From an optimization exercise on the open Yosys and OpenROAD flow, aimed at a short achievable clock period and few clock cycles; shortcuts taken in it are not production practice.
Function was checked by simulation only, so behaviour that the tests miss may differ from the original.
Power and IR drop assume default switching activity.

==> v38: inputs <==
Design sm83_core, start of the top module:
module sm83_core (
    input  logic            clk,
    input  logic            rst,
    input  logic            ce,
    output sm83_pkg::addr_t addr,
    input  sm83_pkg::byte_t d_in_ext,
    output sm83_pkg::byte_t d_out,
    output logic            write
);
clock: 10.0 ns
lec_check: 0
abc_clock_period_in_ps: 4000
cap_margin: 20
core_margin: 2
core_utilization: 30
place_density: 0.5
setup_slack_margin: 5
slew_margin: 20
run.sh (not shown) runs the stock make flow with config.mk's settings and CLKGATE_MAP_FILE= SYNTH_SCRIPT=/design/flow/synth_recipe.tcl, a recipe that flattens the netlist after the stock synthesis.
==> v39: changes against v38 <==
--- a/flow/design.v
+++ b/flow/design.v
@@ -16,11 +16,11 @@
     output sm83_pkg::byte_t d_out,
     output logic            write
 );
     logic [7:0]  rA, rB, rC, rD, rE, rH, rL;
     logic        fz, fc;
-    logic [15:0] pc;                     
+    logic [5:0][15:0] pcs;               
     logic        ir_v;                   
     logic [7:0]  ir_op, ir_b1, ir_b2;
     logic [15:0] addr_q;                 
     logic        bus_data_q;             
     logic        write_q;                
@@ -144,23 +144,26 @@
     logic [15:0] ta [0:2];
     logic [7:0]  sb [0:5];
     logic [7:0]  tb [0:2];
     logic [5:0]  sv;
     logic [2:0]  tv;
+    logic [15:0] ta1, ta2;
+    assign ta1 = tgt + 16'd1;
+    assign ta2 = tgt + 16'd2;
     always_comb begin
         for (int j = 0; j < 6; j++) begin
-            sa[j] = pc + 16'(j);
+            sa[j] = pcs[j];
             if (addr_q == sa[j]) begin
                 sb[j] = bus_byte;
                 sv[j] = 1'b1;
             end else begin
                 sb[j] = cdata[sa[j][5:0]];
                 sv[j] = cvalid[sa[j][5:0]] && (ctag[sa[j][5:3]] == sa[j][15:6]);
             end
         end
         for (int j = 0; j < 3; j++) begin
-            ta[j] = tgt + 16'(j);
+            ta[j] = (j == 0) ? tgt : ((j == 1) ? ta1 : ta2);
             if (addr_q == ta[j]) begin
                 tb[j] = bus_byte;
                 tv[j] = 1'b1;
             end else begin
                 tb[j] = cdata[ta[j][5:0]];
@@ -168,51 +171,78 @@
             end
         end
     end
     logic [7:0]  n_op, n_b1, n_b2;
     logic [2:0]  n_hv;
-    logic [15:0] n_pc;
+    logic [15:0] n_pc, n_a1, n_a2;
     logic        lookup;
     always_comb begin
         lookup = !ir_v || issue;
         if (!ir_v) begin
             n_pc = sa[0];
+            n_a1 = sa[1];
+            n_a2 = sa[2];
             {n_op, n_b1, n_b2} = {sb[0], sb[1], sb[2]};
             n_hv = {sv[2], sv[1], sv[0]};
         end else if (taken) begin
             n_pc = ta[0];
+            n_a1 = ta[1];
+            n_a2 = ta[2];
             {n_op, n_b1, n_b2} = {tb[0], tb[1], tb[2]};
             n_hv = {tv[2], tv[1], tv[0]};
         end else if (len3) begin
             n_pc = sa[3];
+            n_a1 = sa[4];
+            n_a2 = sa[5];
             {n_op, n_b1, n_b2} = {sb[3], sb[4], sb[5]};
             n_hv = {sv[5], sv[4], sv[3]};
         end else if (len2) begin
             n_pc = sa[2];
+            n_a1 = sa[3];
+            n_a2 = sa[4];
             {n_op, n_b1, n_b2} = {sb[2], sb[3], sb[4]};
             n_hv = {sv[4], sv[3], sv[2]};
         end else begin
             n_pc = sa[1];
+            n_a1 = sa[2];
+            n_a2 = sa[3];
             {n_op, n_b1, n_b2} = {sb[1], sb[2], sb[3]};
             n_hv = {sv[3], sv[2], sv[1]};
         end
     end
     logic n_len2, n_len3, n_miss, n_hazard;
     assign n_len2 = ((n_op[7:6] == 2'b00) || (n_op[7:6] == 2'b11)) && (n_op[2:0] == 3'b110);
     assign n_len3 = (n_op == 8'hc3) || ((n_op[7:5] == 3'b110) && (n_op[2:0] == 3'b010))
                     || (n_op == 8'hfa) || (n_op == 8'hea);
     assign n_miss = !n_hv[0] || ((n_len2 || n_len3) && !n_hv[1]) || (n_len3 && !n_hv[2]);
     assign n_hazard = issue && is_st && (tgt == sa[3] || tgt == sa[4] || tgt == sa[5]);
+    logic [5:0][15:0] pcs_n;
+    logic [15:0] pc6, pc7, pc8, ta3, ta4, ta5;
+    assign pc6 = pcs[5] + 16'd1;
+    assign pc7 = pcs[5] + 16'd2;
+    assign pc8 = pcs[5] + 16'd3;
+    assign ta3 = tgt + 16'd3;
+    assign ta4 = tgt + 16'd4;
+    assign ta5 = tgt + 16'd5;
+    always_comb begin
+        if (!ir_v)       pcs_n = pcs;
+        else if (taken)  pcs_n = {ta5, ta4, ta3, ta2, ta1, tgt};
+        else if (len3)   pcs_n = {pc8, pc7, pc6, pcs[5], pcs[4], pcs[3]};
+        else if (len2)   pcs_n = {pc7, pc6, pcs[5], pcs[4], pcs[3], pcs[2]};
+        else             pcs_n = {pc6, pcs[5], pcs[4], pcs[3], pcs[2], pcs[1]};
+    end
     logic [15:0] miss_a;
-    logic [15:0] nf_n;
+    logic [15:0] nf_n, seq_a, addr_n;
+    logic        redirect;
     always_comb begin
         if (!n_hv[0])      miss_a = n_pc;
-        else if (!n_hv[1]) miss_a = n_pc + 16'd1;
-        else               miss_a = n_pc + 16'd2;
-        if (lookup && n_miss) nf_n = miss_a;
-        else if (fetching)    nf_n = addr_q + 16'd1;
-        else                  nf_n = nf;
+        else if (!n_hv[1]) miss_a = n_a1;
+        else               miss_a = n_a2;
+        seq_a  = fetching ? addr_q + 16'd1 : nf;
+        redirect = lookup && n_miss;
+        nf_n   = redirect ? miss_a : seq_a;
+        addr_n = (redirect && !data_ext) ? miss_a : (data_ext ? tgt : seq_a);
     end
     logic tag_hit_q;                      
     assign tag_hit_q = (ctag[addr_q[5:3]] == addr_q[15:6]);
     always_ff @(posedge clk) begin
         if (!rst) begin
@@ -274,11 +304,11 @@
             end
         end
     end
     always_ff @(posedge clk) begin
         if (!rst) begin
-            pc         <= 16'h0000;
+            for (int j = 0; j < 6; j++) pcs[j] <= 16'(j);
             ir_v       <= 1'b0;
             ir_op      <= 8'h00;
             ir_b1      <= 8'h00;
             ir_b2      <= 8'h00;
             addr_q     <= 16'h0000;
@@ -288,18 +318,18 @@
             ld_q       <= 1'b0;
             ld_hram_q  <= 1'b0;
             ld_idx_q   <= 7'd0;
         end else if (ce) begin
             if (lookup) begin
-                pc    <= n_pc;
+                pcs   <= pcs_n;
                 ir_v  <= !n_miss && !n_hazard;
                 ir_op <= n_op;
                 ir_b1 <= n_b1;
                 ir_b2 <= n_b2;
             end
             nf         <= nf_n;
-            addr_q     <= data_ext ? tgt : nf_n;
+            addr_q     <= addr_n;
             bus_data_q <= data_ext;
             write_q    <= issue && is_st;
             ld_q       <= issue && is_ld;
             ld_hram_q  <= tgt_hram;
             ld_idx_q   <= ir_b1[6:0];
==> summary.txt <==
| metric | v39 | v38 |
|---|---|---|
| Non-CTS inverters | 77 | 68 |
| Global-route wire length before repair | 967,000 microns | 876,000 microns |
| Post-Route WL | 718,000 microns | 649,000 microns |
| Relative contribution of the clock network to total power | 23.7% | 35.4% |
| Fraction of area in multi-input gates | 51.0% | 50.6% |
| Core Util, Final | 34.4% | 34.5% |
| Critical path depth in cells | 17 | 19 |
| Slew HR | 4.08% | 8.93% |
| Clock latency on the worst-skew pair | 1.03 ns | 0.97 ns |
| Worst slack after detailed placement | 2.60 ns | 2.24 ns |
| Overall die area | 0.476 sq mm | 0.447 sq mm |
| Post-route non-filler standard cell count | 16,423 | 15,195 |
| Iter 0 DRT Violations | 19,373 | 17,346 |
| Power Total | 38.3 mW | 23.2 mW |
| Period Utilization, post-route | 54.3% | 57.6% |
| Number of ordinary and repair buffers in the finished layout | 669 | 674 |
| Top fanout value on the critical path | 13 | 15 |
| Met3 WL | 106,000 microns | 86,800 microns |
| P_sw | 16.7 mW | 7.63 mW |
| Outcome | no timing/DRC/antenna violations | no timing/DRC/antenna violations |
| Fin crit period | 5.43 ns | 5.76 ns |
| Compound-Gate Fraction of Synth Area | 7.85% | 6.48% |
| Vias per Instance | 6.98 | 6.84 |
Testbench counts of v38, summed over its fixed seeds: cycles 59,819.
Testbench counts of v39, summed over its fixed seeds: cycles 59,819.


==> try-zinc: inputs <==
==> flow/design.v <==
`default_nettype none
package sm83_pkg;
    typedef logic [7:0]  byte_t;
    typedef logic [15:0] addr_t;
    localparam addr_t HRAM_BASE  = 16'hff80;
    localparam int    HRAM_DEPTH = 128;
endpackage
`default_nettype wire
`default_nettype none
module sm83_core (
    input  logic            clk,
    input  logic            rst,
    input  logic            ce,
    output sm83_pkg::addr_t addr,
    input  sm83_pkg::byte_t d_in_ext,
    output sm83_pkg::byte_t d_out,
    output logic            write
);
    typedef struct packed {
        logic [7:0] src;         
        logic [7:0] dst;         
        logic       ldrn;
        logic       incdec;
        logic       ldrr;
        logic       alu;         
        logic       imm;         
        logic       jp;
        logic       jpcc;
        logic       ld;
        logic       st;
        logic       len2;
        logic       len3;
        logic       reads_a;
        logic       sub;         
        logic       use_c;       
        logic       lg_and;
        logic       lg_xor;
        logic       lg_or;
        logic       wr_a;        
    } dec_t;
    function automatic dec_t decode(input logic [7:0] o);
        dec_t d;
        logic [2:0] aop;
        d.src     = 8'b1 << o[2:0];
        d.dst     = 8'b1 << o[5:3];
        d.ldrn    = (o[7:6] == 2'b00) && (o[2:0] == 3'b110);
        d.incdec  = (o[7:6] == 2'b00) && (o[2:1] == 2'b10);
        d.ldrr    = (o[7:6] == 2'b01);
        d.alu     = (o[7:6] == 2'b10) || ((o[7:6] == 2'b11) && (o[2:0] == 3'b110));
        d.imm     = (o[7:6] == 2'b11) && (o[2:0] == 3'b110);
        d.jp      = (o == 8'hc3);
        d.jpcc    = (o[7:5] == 3'b110) && (o[2:0] == 3'b010);
        d.ld      = (o == 8'hfa);
        d.st      = (o == 8'hea);
        d.len2    = d.ldrn || d.imm;
        d.len3    = d.jp || d.jpcc || d.ld || d.st;
        d.reads_a = d.alu || (d.incdec && o[5:3] == 3'd7) || (d.ldrr && o[2:0] == 3'd7);
        aop       = d.incdec ? (o[0] ? 3'd2 : 3'd0) : o[5:3];
        d.sub     = (aop == 3'd2) || (aop == 3'd3) || (aop == 3'd7);
        d.use_c   = (aop == 3'd1) || (aop == 3'd3);
        d.lg_and  = d.alu && (aop == 3'd4);
        d.lg_xor  = d.alu && (aop == 3'd5);
        d.lg_or   = d.alu && (aop == 3'd6);
        d.wr_a    = d.alu && (aop != 3'd7);
        decode = d;
    endfunction
    logic [7:0]  rA, rB, rC, rD, rE, rH, rL;
    logic        fz, fc;
    logic [5:0][15:0] pcs;               
    logic [2:0]  ir_hv;                  
    logic        ir_hz;                  
    logic [7:0]  ir_op, ir_b1, ir_b2;
    dec_t        ir_d;
    logic [15:0] addr_q;                 
    logic        bus_data_q;             
    logic        write_q;                
    logic [15:0] nf;                     
    logic        ld_q;                   
    logic        ld_hram_q;              
    logic [6:0]  ld_idx_q;
    logic [7:0]  hram  [0:127];
    logic [7:0]  cdata [0:63];           
    logic [63:0] cvalid;
    logic [9:0]  ctag  [0:7];            
    logic        in_hram;
    logic        fetching;
    logic [7:0]  rd_bus;
    logic [7:0]  bus_byte;               
    assign in_hram  = &addr_q[15:7];
    assign fetching = !bus_data_q;
    assign rd_bus   = in_hram ? hram[addr_q[6:0]] : d_in_ext;
    assign bus_byte = write_q ? rA : rd_bus;
    assign addr  = addr_q;
    assign d_out = rA;
    assign write = write_q & rst;
    logic ir_v;                           
    assign ir_v = ir_hv[0] && (!(ir_d.len2 || ir_d.len3) || ir_hv[1])
                  && (!ir_d.len3 || ir_hv[2]) && !ir_hz;
    logic [7:0] src, dst;
    always_comb begin
        src = ({8{ir_d.src[0]}} & rB) | ({8{ir_d.src[1]}} & rC) | ({8{ir_d.src[2]}} & rD)
            | ({8{ir_d.src[3]}} & rE) | ({8{ir_d.src[4]}} & rH) | ({8{ir_d.src[5]}} & rL)
            | ({8{ir_d.src[7]}} & rA);
        dst = ({8{ir_d.dst[0]}} & rB) | ({8{ir_d.dst[1]}} & rC) | ({8{ir_d.dst[2]}} & rD)
            | ({8{ir_d.dst[3]}} & rE) | ({8{ir_d.dst[4]}} & rH) | ({8{ir_d.dst[5]}} & rL)
            | ({8{ir_d.dst[7]}} & rA);
    end
    logic [7:0] ax, ay, ayy, res, lres;
    logic       ci;
    logic [7:0] sum;
    logic       co;
    logic       zsum, nz, nc;
    logic       lg;
    assign ax  = ir_d.incdec ? dst : rA;
    assign ay  = ir_d.incdec ? 8'd1 : (ir_d.imm ? ir_b1 : src);
    assign ayy = ir_d.sub ? ~ay : ay;
    assign ci  = ir_d.use_c ? fc : ir_d.sub;
    assign lg  = ir_d.lg_and || ir_d.lg_xor || ir_d.lg_or;
    logic [7:0] g0, p0, g1, p1, g2, p2, g3, o0;
    logic [8:0] cy;
    always_comb begin
        g0 = ax & ayy;
        p0 = ax ^ ayy;
        o0 = ax | ayy;
        g0[0] = g0[0] | (p0[0] & ci);
        for (int i = 0; i < 8; i++) begin
            g1[i] = (i >= 1) ? (g0[i] | (p0[i] & g0[i-1])) : g0[i];
            p1[i] = (i >= 1) ? (p0[i] & p0[i-1]) : p0[i];
        end
        for (int i = 0; i < 8; i++) begin
            g2[i] = (i >= 2) ? (g1[i] | (p1[i] & g1[i-2])) : g1[i];
            p2[i] = (i >= 2) ? (p1[i] & p1[i-2]) : p1[i];
        end
        for (int i = 0; i < 8; i++) begin
            g3[i] = (i >= 4) ? (g2[i] | (p2[i] & g2[i-4])) : g2[i];
        end
        cy[0] = ci;
        for (int i = 1; i < 9; i++) cy[i] = g3[i-1];
        for (int i = 0; i < 8; i++) sum[i] = p0[i] ^ cy[i];
        co = cy[8];
        zsum = (p0[0] == ci);
        for (int i = 1; i < 8; i++) zsum = zsum && (p0[i] == o0[i-1]);
    end
    assign lres = ({8{ir_d.lg_and}} & (ax & ay)) | ({8{ir_d.lg_xor}} & (ax ^ ay))
                | ({8{ir_d.lg_or}} & (ax | ay));
    assign res  = lg ? lres : sum;
    assign nz   = lg ? (lres == 8'h00) : zsum;
    assign nc   = lg ? 1'b0 : co;
    logic        blocked, issue, taken;
    logic [15:0] tgt;
    logic        tgt_hram;
    assign blocked  = ld_q && ir_d.reads_a;   
    assign issue    = ir_v && !blocked;
    assign tgt      = {ir_b2, ir_b1};
    assign tgt_hram = &ir_b2 && ir_b1[7];
    always_comb begin
        case (ir_op[4:3])
            2'd0:    taken = !fz;
            2'd1:    taken = fz;
            2'd2:    taken = !fc;
            default: taken = fc;
        endcase
        taken = ir_d.jp || (ir_d.jpcc && taken);
    end
    logic data_ext;                       
    assign data_ext = issue && (ir_d.st || (ir_d.ld && !tgt_hram));
    logic [15:0] ta1, ta2;
    logic [15:0] sa [0:5];
    logic [15:0] ta [0:2];
    logic [7:0]  sb [0:5];
    logic [7:0]  tb [0:2];
    logic [5:0]  sv;
    logic [2:0]  tv;
    assign ta1 = tgt + 16'd1;
    assign ta2 = tgt + 16'd2;
    always_comb begin
        for (int j = 0; j < 6; j++) begin
            sa[j] = pcs[j];
            if (addr_q == sa[j]) begin
                sb[j] = bus_byte;
                sv[j] = 1'b1;
            end else begin
                sb[j] = cdata[sa[j][5:0]];
                sv[j] = cvalid[sa[j][5:0]] && (ctag[sa[j][5:3]] == sa[j][15:6]);
            end
        end
        for (int j = 0; j < 3; j++) begin
            ta[j] = (j == 0) ? tgt : ((j == 1) ? ta1 : ta2);
            if (addr_q == ta[j]) begin
                tb[j] = bus_byte;
                tv[j] = 1'b1;
            end else begin
                tb[j] = cdata[ta[j][5:0]];
                tv[j] = cvalid[ta[j][5:0]] && (ctag[ta[j][5:3]] == ta[j][15:6]);
            end
        end
    end
    logic        lookup;
    logic [7:0]  n_op, n_b1, n_b2;
    logic [2:0]  n_hv;
    assign lookup = !ir_v || issue;
    always_comb begin
        if (!ir_v) begin
            {n_op, n_b1, n_b2} = {sb[0], sb[1], sb[2]};
            n_hv = {sv[2], sv[1], sv[0]};
        end else if (taken) begin
            {n_op, n_b1, n_b2} = {tb[0], tb[1], tb[2]};
            n_hv = {tv[2], tv[1], tv[0]};
        end else if (ir_d.len3) begin
            {n_op, n_b1, n_b2} = {sb[3], sb[4], sb[5]};
            n_hv = {sv[5], sv[4], sv[3]};
        end else if (ir_d.len2) begin
            {n_op, n_b1, n_b2} = {sb[2], sb[3], sb[4]};
            n_hv = {sv[4], sv[3], sv[2]};
        end else begin
            {n_op, n_b1, n_b2} = {sb[1], sb[2], sb[3]};
            n_hv = {sv[3], sv[2], sv[1]};
        end
    end
    logic n_hazard;
    assign n_hazard = issue && ir_d.st && (tgt == sa[3] || tgt == sa[4] || tgt == sa[5]);
    logic [5:0][15:0] pcs_n;
    logic [15:0] pc6, pc7, pc8, ta3, ta4, ta5;
    assign pc6 = pcs[5] + 16'd1;
    assign pc7 = pcs[5] + 16'd2;
    assign pc8 = pcs[5] + 16'd3;
    assign ta3 = tgt + 16'd3;
    assign ta4 = tgt + 16'd4;
    assign ta5 = tgt + 16'd5;
    always_comb begin
        if (!ir_v)          pcs_n = pcs;
        else if (taken)     pcs_n = {ta5, ta4, ta3, ta2, ta1, tgt};
        else if (ir_d.len3) pcs_n = {pc8, pc7, pc6, pcs[5], pcs[4], pcs[3]};
        else if (ir_d.len2) pcs_n = {pc7, pc6, pcs[5], pcs[4], pcs[3], pcs[2]};
        else                pcs_n = {pc6, pcs[5], pcs[4], pcs[3], pcs[2], pcs[1]};
    end
    logic [15:0] miss_a, seq_a, nf_n, addr_n;
    logic        miss_now, redirect;
    always_comb begin
        if (!ir_hv[0]) begin
            miss_a   = sa[0];
            miss_now = (addr_q == sa[0]);
        end else if (!ir_hv[1]) begin
            miss_a   = sa[1];
            miss_now = (addr_q == sa[1]);
        end else begin
            miss_a   = sa[2];
            miss_now = (addr_q == sa[2]);
        end
        redirect = !ir_v && !ir_hz && !miss_now;
        seq_a    = fetching ? addr_q + 16'd1 : nf;
        nf_n     = redirect ? miss_a : seq_a;
        addr_n   = data_ext ? tgt : nf_n;
    end
    logic tag_hit_q;                      
    assign tag_hit_q = (ctag[addr_q[5:3]] == addr_q[15:6]);
    always_ff @(posedge clk) begin
        if (!rst) begin
            cvalid <= '0;
        end else if (ce) begin
            if (fetching) begin
                cdata[addr_q[5:0]] <= rd_bus;
                if (tag_hit_q) begin
                    cvalid[addr_q[5:0]] <= 1'b1;
                end else begin
                    ctag[addr_q[5:3]] <= addr_q[15:6];
                    for (int k = 0; k < 8; k++) begin
                        cvalid[{addr_q[5:3], 3'(k)}] <= (3'(k) == addr_q[2:0]);
                    end
                end
            end else if (write_q && tag_hit_q) begin
                cdata[addr_q[5:0]]  <= rA;
                cvalid[addr_q[5:0]] <= 1'b1;
            end
        end
    end
    always_ff @(posedge clk) begin
        if (rst && ce && write_q && in_hram) begin
            hram[addr_q[6:0]] <= rA;
        end
    end
    logic [7:0] ld_data;
    assign ld_data = ld_hram_q ? hram[ld_idx_q] : d_in_ext;
    logic       wr_r;            
    logic [7:0] wr_val;
    logic       wr_a_alu;        
    logic       wr_flags;
    assign wr_r     = issue && (ir_d.ldrn || ir_d.incdec || ir_d.ldrr);
    assign wr_a_alu = issue && ir_d.wr_a;
    assign wr_flags = issue && (ir_d.alu || ir_d.incdec);
    always_comb begin
        if (ir_d.ldrn)      wr_val = ir_b1;
        else if (ir_d.ldrr) wr_val = src;
        else                wr_val = res;
    end
    always_ff @(posedge clk) begin
        if (!rst) begin
            rA <= 8'h00; rB <= 8'h00; rC <= 8'h00; rD <= 8'h00;
            rE <= 8'h00; rH <= 8'h00; rL <= 8'h00;
            fz <= 1'b0;  fc <= 1'b0;
        end else if (ce) begin
            if (wr_r && ir_d.dst[0]) rB <= wr_val;
            if (wr_r && ir_d.dst[1]) rC <= wr_val;
            if (wr_r && ir_d.dst[2]) rD <= wr_val;
            if (wr_r && ir_d.dst[3]) rE <= wr_val;
            if (wr_r && ir_d.dst[4]) rH <= wr_val;
            if (wr_r && ir_d.dst[5]) rL <= wr_val;
            if (wr_r && ir_d.dst[7]) rA <= wr_val;
            else if (wr_a_alu)       rA <= res;
            else if (ld_q)           rA <= ld_data;
            if (wr_flags) begin
                fz <= nz;
                fc <= nc;
            end
        end
    end
    always_ff @(posedge clk) begin
        if (!rst) begin
            for (int j = 0; j < 6; j++) pcs[j] <= 16'(j);
            ir_hv      <= 3'b000;
            ir_hz      <= 1'b0;
            ir_op      <= 8'h00;
            ir_d       <= decode(8'h00);
            ir_b1      <= 8'h00;
            ir_b2      <= 8'h00;
            addr_q     <= 16'h0000;
            bus_data_q <= 1'b0;
            write_q    <= 1'b0;
            nf         <= 16'h0001;
            ld_q       <= 1'b0;
            ld_hram_q  <= 1'b0;
            ld_idx_q   <= 7'd0;
        end else if (ce) begin
            if (lookup) begin
                pcs   <= pcs_n;
                ir_hv <= n_hv;
                ir_hz <= n_hazard;
                ir_op <= n_op;
                ir_d  <= decode(n_op);
                ir_b1 <= n_b1;
                ir_b2 <= n_b2;
            end
            nf         <= nf_n;
            addr_q     <= addr_n;
            bus_data_q <= data_ext;
            write_q    <= issue && ir_d.st;
            ld_q       <= issue && ir_d.ld;
            ld_hram_q  <= tgt_hram;
            ld_idx_q   <= ir_b1[6:0];
        end
    end
endmodule
`default_nettype wire
==> flow/run.sh <==
#!/bin/bash
# synth_recipe.tcl (not shown) runs the flow's synth.tcl, then flattens the netlist and writes it again
# the make line also repeats each setting of config.mk as NAME=value (left out here)
make -C /OpenROAD-flow-scripts/flow DESIGN_CONFIG=/design/flow/config.mk WORK_HOME=/design/flow/orfs CLKGATE_MAP_FILE= SYNTH_SCRIPT=/design/flow/synth_recipe.tcl finish
==> flow/config.mk <==
export PLATFORM = sky130hd
export DESIGN_NAME = sm83_core
export DESIGN_NICKNAME = sm83_core
export VERILOG_FILES = /design/flow/design.v
export SDC_FILE = /design/flow/constraint.sdc
export NUM_CORES = 4
export LEC_CHECK = 0
export ABC_CLOCK_PERIOD_IN_PS = 4000
export CAP_MARGIN = 20
export CORE_MARGIN = 2
export CORE_UTILIZATION = 30
export PLACE_DENSITY = 0.5
export SETUP_SLACK_MARGIN = 5
export SLEW_MARGIN = 20
==> flow/constraint.sdc <==
create_clock -name core_clock -period 10.0 [get_ports {clk}]
set_input_delay 2.0000 -clock core_clock [delete_from_list [all_inputs] [get_ports {clk}]]
set_output_delay 2.0000 -clock core_clock [all_outputs]
set_load 0.01 [all_outputs]
==> try-raven: changes against try-zinc <==
--- a/flow/design.v
+++ b/flow/design.v
@@ -197,2 +197,5 @@
     end
+    logic tgt_cached, jredirect;
+    assign tgt_cached = cvalid[tgt[5:0]] && (ctag[tgt[5:3]] == tgt[15:6]);
+    assign jredirect  = issue && taken && !tgt_cached && !(addr_q == tgt);
     logic        lookup;
@@ -200,3 +203,10 @@
     logic [2:0]  n_hv;
+    dec_t        n_d;
+    dec_t        sd0, sd1, sd2, sd3, td;
     assign lookup = !ir_v || issue;
+    assign sd0 = decode(sb[0]);
+    assign sd1 = decode(sb[1]);
+    assign sd2 = decode(sb[2]);
+    assign sd3 = decode(sb[3]);
+    assign td  = decode(tb[0]);
     always_comb begin
@@ -204,2 +214,3 @@
             {n_op, n_b1, n_b2} = {sb[0], sb[1], sb[2]};
+            n_d = sd0;
             n_hv = {sv[2], sv[1], sv[0]};
@@ -207,2 +218,3 @@
             {n_op, n_b1, n_b2} = {tb[0], tb[1], tb[2]};
+            n_d = td;
             n_hv = {tv[2], tv[1], tv[0]};
@@ -210,2 +222,3 @@
             {n_op, n_b1, n_b2} = {sb[3], sb[4], sb[5]};
+            n_d = sd3;
             n_hv = {sv[5], sv[4], sv[3]};
@@ -213,2 +226,3 @@
             {n_op, n_b1, n_b2} = {sb[2], sb[3], sb[4]};
+            n_d = sd2;
             n_hv = {sv[4], sv[3], sv[2]};
@@ -216,2 +230,3 @@
             {n_op, n_b1, n_b2} = {sb[1], sb[2], sb[3]};
+            n_d = sd1;
             n_hv = {sv[3], sv[2], sv[1]};
@@ -251,4 +266,4 @@
         seq_a    = fetching ? addr_q + 16'd1 : nf;
-        nf_n     = redirect ? miss_a : seq_a;
-        addr_n   = data_ext ? tgt : nf_n;
+        nf_n     = jredirect ? tgt + 16'd1 : (redirect ? miss_a : seq_a);
+        addr_n   = (data_ext || jredirect) ? tgt : nf_n;
     end
@@ -338,3 +353,3 @@
                 ir_op <= n_op;
-                ir_d  <= decode(n_op);
+                ir_d  <= n_d;
                 ir_b1 <= n_b1;
==> flow/flow/run.sh (new file) <==
#!/bin/bash
set -euo pipefail
MARGIN=${OWN_SETUP_MARGIN:-6}
sed -e "s/SETUP_SLACK_MARGIN=[0-9.]*/SETUP_SLACK_MARGIN=${MARGIN}/" standard.sh > own_standard.sh
grep -q "SETUP_SLACK_MARGIN=${MARGIN}" own_standard.sh
bash own_standard.sh > own_flow.log 2>&1
test -s out/final.def
==> flow/standard.sh (new file) <==
#!/bin/bash
# synth_recipe.tcl (not shown) runs the flow's synth.tcl, then flattens the netlist and writes it again
# the make line also repeats each setting of config.mk as NAME=value (left out here)
make -C /OpenROAD-flow-scripts/flow DESIGN_CONFIG=/design/flow/config.mk WORK_HOME=/design/flow/orfs CLKGATE_MAP_FILE= SYNTH_SCRIPT=/design/flow/synth_recipe.tcl "${@:-finish}"
removed: flow/run.sh
==> impl_results.html <==
<table>
<tr><th>Metric</th><th>Value</th></tr>
<tr><th colspan="2">Status</th></tr>
<tr><td>Run status</td><td>no timing/DRC/antenna violations</td></tr>
<tr><th colspan="2">STA</th></tr>
<tr><td>Worst Setup Slack, final</td><td>4.951 ns</td></tr>
<tr><td>Unrepaired setup endpoints after global routing</td><td>no</td></tr>
<tr><th colspan="2">Worst setup path</th></tr>
<tr><td>Worst Setup EP</td><td>ir_d[9]</td></tr>
<tr><td>Number of cells on the critical path</td><td>12</td></tr>
<tr><th colspan="2">Final layout</th></tr>
<tr><td>Count of clock buffers in the final design</td><td>270</td></tr>
<tr><td>Data buffer area share</td><td>0.03421</td></tr>
<tr><th colspan="2">Synth</th></tr>
<tr><td>Number of distinct library cells after synthesis</td><td>101</td></tr>
<tr><td>Share of Yosys cell area claimed by the top area cell type</td><td>0.3547</td></tr>
<tr><td>Synth top area cells</td><td>mux4_2 (35%), edfxtp_1 (35%), dfxtp_1 (5.3%), mux2i_1 (4.3%), nor2_1 (1.8%)</td></tr>
<tr><th colspan="2">Pwr</th></tr>
<tr><td>Relative contribution of combinational cells to total power</td><td>0.460</td></tr>
<tr><td>Clock power frac</td><td>0.260</td></tr>
<tr><td>Worst VDD drop</td><td>0.2140 mV</td></tr>
<tr><th colspan="2">Die</th></tr>
<tr><td>Floorplan row count</td><td>251</td></tr>
<tr><th colspan="2">Global route</th></tr>
<tr><td>Met3 GRT Util</td><td>0.1111</td></tr>
</table>
Source of the figures above: try-zinc

==> impl_results.html <==
<table>
<tr><th>Metric</th><th>Value</th></tr>
<tr><th colspan="2">Synth</th></tr>
<tr><td>Share of Yosys cell area claimed by the top area cell type</td><td>0.3454</td></tr>
<tr><td>Number of distinct library cells after synthesis</td><td>104</td></tr>
<tr><td>Synth top area cells</td><td>mux4_2 (35%), edfxtp_1 (34%), dfxtp_1 (5.2%), mux2i_1 (4.1%), nand2_1 (1.7%)</td></tr>
<tr><th colspan="2">STA</th></tr>
<tr><td>Worst Setup Slack, final</td><td>5.599 ns</td></tr>
<tr><th colspan="2">Pwr</th></tr>
<tr><td>Clock power frac</td><td>0.345</td></tr>
<tr><td>Worst VDD drop</td><td>0.1497 mV</td></tr>
<tr><th colspan="2">Global route</th></tr>
<tr><td>Met3 GRT Util</td><td>0.1184</td></tr>
<tr><th colspan="2">Final layout</th></tr>
<tr><td>Data buffer area share</td><td>0.08023</td></tr>
<tr><td>Count of clock buffers in the final design</td><td>252</td></tr>
<tr><th colspan="2">Die</th></tr>
<tr><td>Floorplan row count</td><td>253</td></tr>
<tr><th colspan="2">Worst setup path</th></tr>
<tr><td>Worst Setup EP</td><td>write</td></tr>
<tr><td>Number of cells on the critical path</td><td>4</td></tr>
<tr><th colspan="2">Status</th></tr>
<tr><td>Run status</td><td>no timing/DRC/antenna violations</td></tr>
</table>
Source of the figures above: try-raven

Testbench counts of try-zinc, summed over its fixed seeds: cycles 60,824.
Testbench counts of try-raven, summed over its fixed seeds: cycles 60,007.

==> static timing again, ports no longer ideal <==
Ports are ideal in the flow. The routed layouts listed here were re-timed in OpenROAD.
Step 1 (the two cells are an assumption about what drives the block):
set clk [get_ports {clk}]
set_driving_cell -lib_cell sky130_fd_sc_hd__clkbuf_16 $clk
set_driving_cell -lib_cell sky130_fd_sc_hd__buf_2 [delete_from_list [all_inputs] $clk]
Step 2 moves the port delays by t, midway between the first and last clock arrival at a register: inputs arrive t later, outputs are due t later. That takes back most of the time a late clock gives input paths.
Slacks: no drivers / after step 1 / after step 2; pairs: no drivers / after step 1.
run	shift t [ns]	slack for setup (ns)	worst setup path after step 2	latest minus earliest clock arrival (ns)	cell pins on the clock port's net
v38	1.055	4.242 / 4.242 / 3.651	input to register	0.075 / 0.075	1
v39	1.065	4.566 / 4.566 / 4.142	input to register	0.138 / 0.138	1
try-zinc	1.077	4.951 / 4.968 / 3.954	input to register	0.088 / 0.088	1
try-raven	1.075	5.599 / 5.389 / 4.866	input to register	0.121 / 0.122	1
After both steps setup and hold are still met in every run listed. The setup slack of try-zinc, which loses most, moves by +0.017 ns with the drivers and by -0.997 ns with both steps.
